What follows belongs to an exercise in optimizing a design on an open flow for small area and a short achievable clock period; a production flow would make more cautious choices.
In this exercise RTL edits were held to simulation tests only and were not proved equivalent to the original.
Power is estimated from default activity; no workload was simulated.

Setup of oak:
==> flow/design.v <==
package param_rr_scheduler_pkg;
  localparam int DISPATCH_W   = 32;
  localparam int DEST_LSB_DEF = 2;
  function automatic int clog2(input int v);
    int r;
    begin
      r = 0;
      while ((1 << r) < v) r = r + 1;
      clog2 = r;
    end
  endfunction
endpackage
module sched_fifo_sync
#(
  parameter int DATA_W = 32,
  parameter int DEPTH  = 16
) (
  input  logic                  i_clk,
  input  logic                  i_rst,
  input  logic                  i_wr_en,
  input  logic [DATA_W-1:0]     i_wr_data,
  input  logic                  i_rd_en,
  output logic [DATA_W-1:0]     o_rd_data,
  output logic [param_rr_scheduler_pkg::clog2(DEPTH):0] o_count,
  output logic                  o_full,
  output logic                  o_nempty
);
  localparam int AW = param_rr_scheduler_pkg::clog2(DEPTH);
  localparam int BD = DEPTH - 1;    
  logic [DATA_W-1:0] mem [BD];
  logic [DATA_W-1:0] head;
  logic [DATA_W-1:0] mem_rd;
  logic [3:0]        wr_ptr;
  logic [3:0]        rd_ptr;
  logic [AW:0]       count;
  logic [AW:0]       count_inc;
  logic [AW:0]       count_dec;
  logic              nempty;
  logic              one;
  logic              do_wr;
  logic              ld_mem;
  logic              ld_wr;
  logic              hold;
  logic [BD-1:0]     wr_sel;
  logic [BD-1:0]     rd_sel;
  function automatic logic [3:0] lfsr_next(input logic [3:0] p);
    lfsr_next = {p[2:0], p[3] ^ p[2]};
  endfunction
  function automatic logic [BD-1:0] lfsr_dec(input logic [3:0] p);
    logic [3:0] s;
    s = 4'd1;
    for (int i = 0; i < BD; i++) begin
      lfsr_dec[i] = (p == s);
      s = lfsr_next(s);
    end
  endfunction
  assign o_full    = count[AW];
  assign o_nempty  = nempty;
  assign o_count   = count;
  assign o_rd_data = head;
  assign do_wr     = i_wr_en && !count[AW];
  assign one       = (count == (AW+1)'(1));
  assign wr_sel    = lfsr_dec(wr_ptr);
  assign rd_sel    = lfsr_dec(rd_ptr);
  assign count_inc = count + 1'b1;
  assign count_dec = count - 1'b1;
  assign ld_mem = i_rd_en && !one;
  assign ld_wr  = do_wr && (!nempty || (i_rd_en && one));
  assign hold   = !(ld_mem || ld_wr);
  always_comb begin
    mem_rd = '0;
    for (int i = 0; i < BD; i++)
      mem_rd = mem_rd | (mem[i] & {DATA_W{rd_sel[i]}});
  end
  always_ff @(posedge i_clk) begin
    head <= (head      & {DATA_W{hold}})
          | (mem_rd    & {DATA_W{ld_mem}})
          | (i_wr_data & {DATA_W{ld_wr}});
  end
  always_ff @(posedge i_clk) begin
    if (i_rst) begin
      wr_ptr <= 4'd1;
      rd_ptr <= 4'd1;
      count  <= '0;
      nempty <= 1'b0;
    end else begin
      if (do_wr && !ld_wr) wr_ptr <= lfsr_next(wr_ptr);
      if (ld_mem)          rd_ptr <= lfsr_next(rd_ptr);
      if (do_wr && !i_rd_en)      count <= count_inc;
      else if (!do_wr && i_rd_en) count <= count_dec;
      nempty <= do_wr || (nempty && !(i_rd_en && one));
    end
  end
  always_ff @(posedge i_clk) begin
    for (int i = 0; i < BD; i++)
      if (do_wr && wr_sel[i]) mem[i] <= i_wr_data;
  end
endmodule
module param_rr_scheduler
#(
  parameter int NUM_PORTS  = 4,
  parameter int DATA_W     = param_rr_scheduler_pkg::DISPATCH_W,
  parameter int FIFO_DEPTH = 16,
  parameter int NUM_OUT    = 4,
  parameter int DEST_LSB   = param_rr_scheduler_pkg::DEST_LSB_DEF
) (
  input  logic                                      i_clk,
  input  logic                                      i_rst,
  input  logic [NUM_PORTS*DATA_W-1:0]               i_wr_data,
  input  logic [NUM_PORTS-1:0]                      i_wr_en,
  output logic [NUM_PORTS-1:0]                      o_full,
  output logic [NUM_PORTS*(param_rr_scheduler_pkg::clog2(FIFO_DEPTH)+1)-1:0] o_level,
  input  logic                                      i_mode,
  output logic                                      o_cb_valid,
  input  logic                                      i_cb_ready,
  output logic [DATA_W-1:0]                         o_cb_data,
  output logic [param_rr_scheduler_pkg::clog2(NUM_OUT)-1:0]                 o_cb_sel,
  output logic [param_rr_scheduler_pkg::clog2(NUM_PORTS)-1:0]               o_cb_src
);
  localparam int LW    = param_rr_scheduler_pkg::clog2(FIFO_DEPTH) + 1;
  localparam int SEL_W = param_rr_scheduler_pkg::clog2(NUM_OUT);
  localparam int SRC_W = param_rr_scheduler_pkg::clog2(NUM_PORTS);
  logic [DATA_W-1:0]    head [NUM_PORTS];
  logic [LW-1:0]        cnt  [NUM_PORTS];
  logic [NUM_PORTS-1:0] req;
  logic [NUM_PORTS-1:0] pop;
  logic [NUM_PORTS-1:0] rr_oh;      
  logic [NUM_PORTS-1:0] gnt_rr;
  logic [NUM_PORTS-1:0] gnt_sp;
  logic [NUM_PORTS-1:0] gnt;
  logic [SRC_W-1:0]     gnt_idx;
  logic                 gnt_vld;
  logic                 loadable;
  logic [DATA_W-1:0]    gnt_data;
  for (genvar k = 0; k < NUM_PORTS; k++) begin : g_q
    sched_fifo_sync #(
      .DATA_W(DATA_W),
      .DEPTH (FIFO_DEPTH)
    ) u_fifo (
      .i_clk    (i_clk),
      .i_rst    (i_rst),
      .i_wr_en  (i_wr_en[k]),
      .i_wr_data(i_wr_data[k*DATA_W +: DATA_W]),
      .i_rd_en  (pop[k]),
      .o_rd_data(head[k]),
      .o_count  (cnt[k]),
      .o_full   (o_full[k]),
      .o_nempty (req[k])
    );
    assign o_level[k*LW +: LW] = cnt[k];
    assign pop[k] = loadable && gnt[k];
  end
  assign loadable = !o_cb_valid || i_cb_ready;
  assign gnt_vld  = |req;
  always_comb begin : p_arb
    logic blocked;
    int   idx;
    gnt_sp  = '0;
    blocked = 1'b0;
    for (int i = 0; i < NUM_PORTS; i++) begin
      gnt_sp[i] = req[i] && !blocked;
      blocked   = blocked || req[i];
    end
    gnt_rr = '0;
    for (int k = 0; k < NUM_PORTS; k++) begin
      for (int d = 0; d < NUM_PORTS; d++) begin
        blocked = 1'b0;
        for (int e = 1; e <= d; e++)
          blocked = blocked || req[(k - e + NUM_PORTS) % NUM_PORTS];
        gnt_rr[k] = gnt_rr[k] ||
                    (rr_oh[(k - d + NUM_PORTS) % NUM_PORTS] && !blocked);
      end
      gnt_rr[k] = gnt_rr[k] && req[k];
    end
  end
  assign gnt = i_mode ? gnt_sp : gnt_rr;
  always_comb begin
    gnt_idx  = o_cb_src  & {SRC_W{!loadable}};
    gnt_data = o_cb_data & {DATA_W{!loadable}};
    for (int i = 0; i < NUM_PORTS; i++) begin
      gnt_idx  = gnt_idx  | (SRC_W'(i) & {SRC_W{pop[i]}});
      gnt_data = gnt_data | (head[i]   & {DATA_W{pop[i]}});
    end
  end
  assign o_cb_sel = o_cb_data[DEST_LSB +: SEL_W];
  always_ff @(posedge i_clk) begin
    if (i_rst) begin
      o_cb_valid <= 1'b0;
      rr_oh      <= NUM_PORTS'(1);
    end else if (loadable) begin
      o_cb_valid <= gnt_vld;
      if (gnt_vld) rr_oh <= {gnt[NUM_PORTS-2:0], gnt[NUM_PORTS-1]};
    end
  end
  always_ff @(posedge i_clk) begin
    o_cb_data <= gnt_data;
    o_cb_src  <= gnt_idx;
  end
endmodule
clock: 4.5 ns
lec_check: 0
cap_margin: 20
core_margin: 2
core_utilization: 70
setup_slack_margin: 2.25
slew_margin: 20
standard.sh (not shown) runs the stock make flow with config.mk's settings and CLKGATE_MAP_FILE= SYNTH_SCRIPT=/design/flow/synth_recipe.tcl, a recipe that flattens the netlist after the stock synthesis.
==> flow/flow/run.sh <==
#!/bin/bash
# The standard ORFS layout (the standard.sh, standard synthesis), with
# two changes to how the layout is built:
#  - clock tree: larger sink clusters and no dummy loads, so fewer leaf
#    buffers drive the registers (every register still gets its clock
#    through the same three buffer levels);
#  - port buffers: a plain buf_2 on every input and output port instead of
#    the delay cell buffer_ports picks by default.
# make's full output goes to flow_make.log here; ORFS keeps each step's log
# under orfs/logs/.
set -euo pipefail
export CTS_ARGS="-sink_clustering_enable -repair_clock_nets -dont_use_dummy_load -sink_clustering_size 24 -sink_clustering_max_diameter 150"
export BUFFER_PORTS_ARGS="-buffer_cell sky130_fd_sc_hd__buf_2"
bash standard.sh finish > flow_make.log 2>&1
[inputs] pine vs oak
--- a/flow/design.v
+++ b/flow/design.v
@@ -28,11 +28,11 @@
   localparam int AW = param_rr_scheduler_pkg::clog2(DEPTH);
   localparam int BD = DEPTH - 1;    
   logic [DATA_W-1:0] mem [BD];
   logic [DATA_W-1:0] head;
   logic [DATA_W-1:0] mem_rd;
-  logic [3:0]        wr_ptr;
+  logic [BD-1:0]     wr_ptr;     
   logic [3:0]        rd_ptr;
   logic [AW:0]       count;
   logic [AW:0]       count_inc;
   logic [AW:0]       count_dec;
   logic              nempty;
@@ -58,11 +58,11 @@
   assign o_nempty  = nempty;
   assign o_count   = count;
   assign o_rd_data = head;
   assign do_wr     = i_wr_en && !count[AW];
   assign one       = (count == (AW+1)'(1));
-  assign wr_sel    = lfsr_dec(wr_ptr);
+  assign wr_sel    = wr_ptr;
   assign rd_sel    = lfsr_dec(rd_ptr);
   assign count_inc = count + 1'b1;
   assign count_dec = count - 1'b1;
   assign ld_mem = i_rd_en && !one;
   assign ld_wr  = do_wr && (!nempty || (i_rd_en && one));
@@ -77,16 +77,16 @@
           | (mem_rd    & {DATA_W{ld_mem}})
           | (i_wr_data & {DATA_W{ld_wr}});
   end
   always_ff @(posedge i_clk) begin
     if (i_rst) begin
-      wr_ptr <= 4'd1;
+      wr_ptr <= BD'(1);
       rd_ptr <= 4'd1;
       count  <= '0;
       nempty <= 1'b0;
     end else begin
-      if (do_wr && !ld_wr) wr_ptr <= lfsr_next(wr_ptr);
+      if (do_wr && !ld_wr) wr_ptr <= {wr_ptr[BD-2:0], wr_ptr[BD-1]};
       if (ld_mem)          rd_ptr <= lfsr_next(rd_ptr);
       if (do_wr && !i_rd_en)      count <= count_inc;
       else if (!do_wr && i_rd_en) count <= count_dec;
       nempty <= do_wr || (nempty && !(i_rd_en && one));
     end
### Flow results
- Number of max-capacitance violations reported: pine vs oak identical
- Diff oak -> pine: clock buffer instance count of the final layout shows an increase of 2; post-synthesis adder-cell area fraction shows a reduction of 0.25 points.
- Changes observed in pine relative to oak: combined buffer and inverter count along the critical path dropped 2, combinational group share of total power went down, simple-gate share of the synthesized area down 0.16 points.
- From oak to pine the numbers moved as follows: total power picked up an extra about 0.9%, die area up about 1.7%, async set-reset flop share out of synthesis closely matched the old numbers, first-pass GRT wire length saw little to no change.
- | clock latency on the worst-skew pair | oak vs pine | ≈ equal |
- [diff] design area, pine relative to oak: regression

port drivers added, routing unchanged:
How much do the figures lean on ideal ports? The routed layouts below were timed once more, with nothing changed but the port constraints. Step 1: set_driving_cell puts a clkbuf_16 on i_clk and a buf_2 on each other input, an assumption about the parent block. Step 2 adds t to the input delays and takes it off the output delays; t is the mean of the earliest and latest rising clock arrival at the registers after step 1. Input paths then give back, and output paths get back, about the clock's delay inside the block. a / b / c = no drivers / after step 1 / after step 2; a / b = the first two.
| run | t (ns) | setup WS [ns] | worst setup path after step 2 | worst slew at a driven data input, ns |
|---|---|---|---|---|
| oak | 0.816 | 2.003 / 2.003 / 1.389 | input to register | 0.19 |
| pine | 0.804 | 2.097 / 2.097 / 1.372 | input to register | 0.19 |
After both steps setup and hold are still met in every run listed. For pine, which loses most, drivers alone change the setup slack by 0.000 ns; drivers and shift together by -0.725 ns.
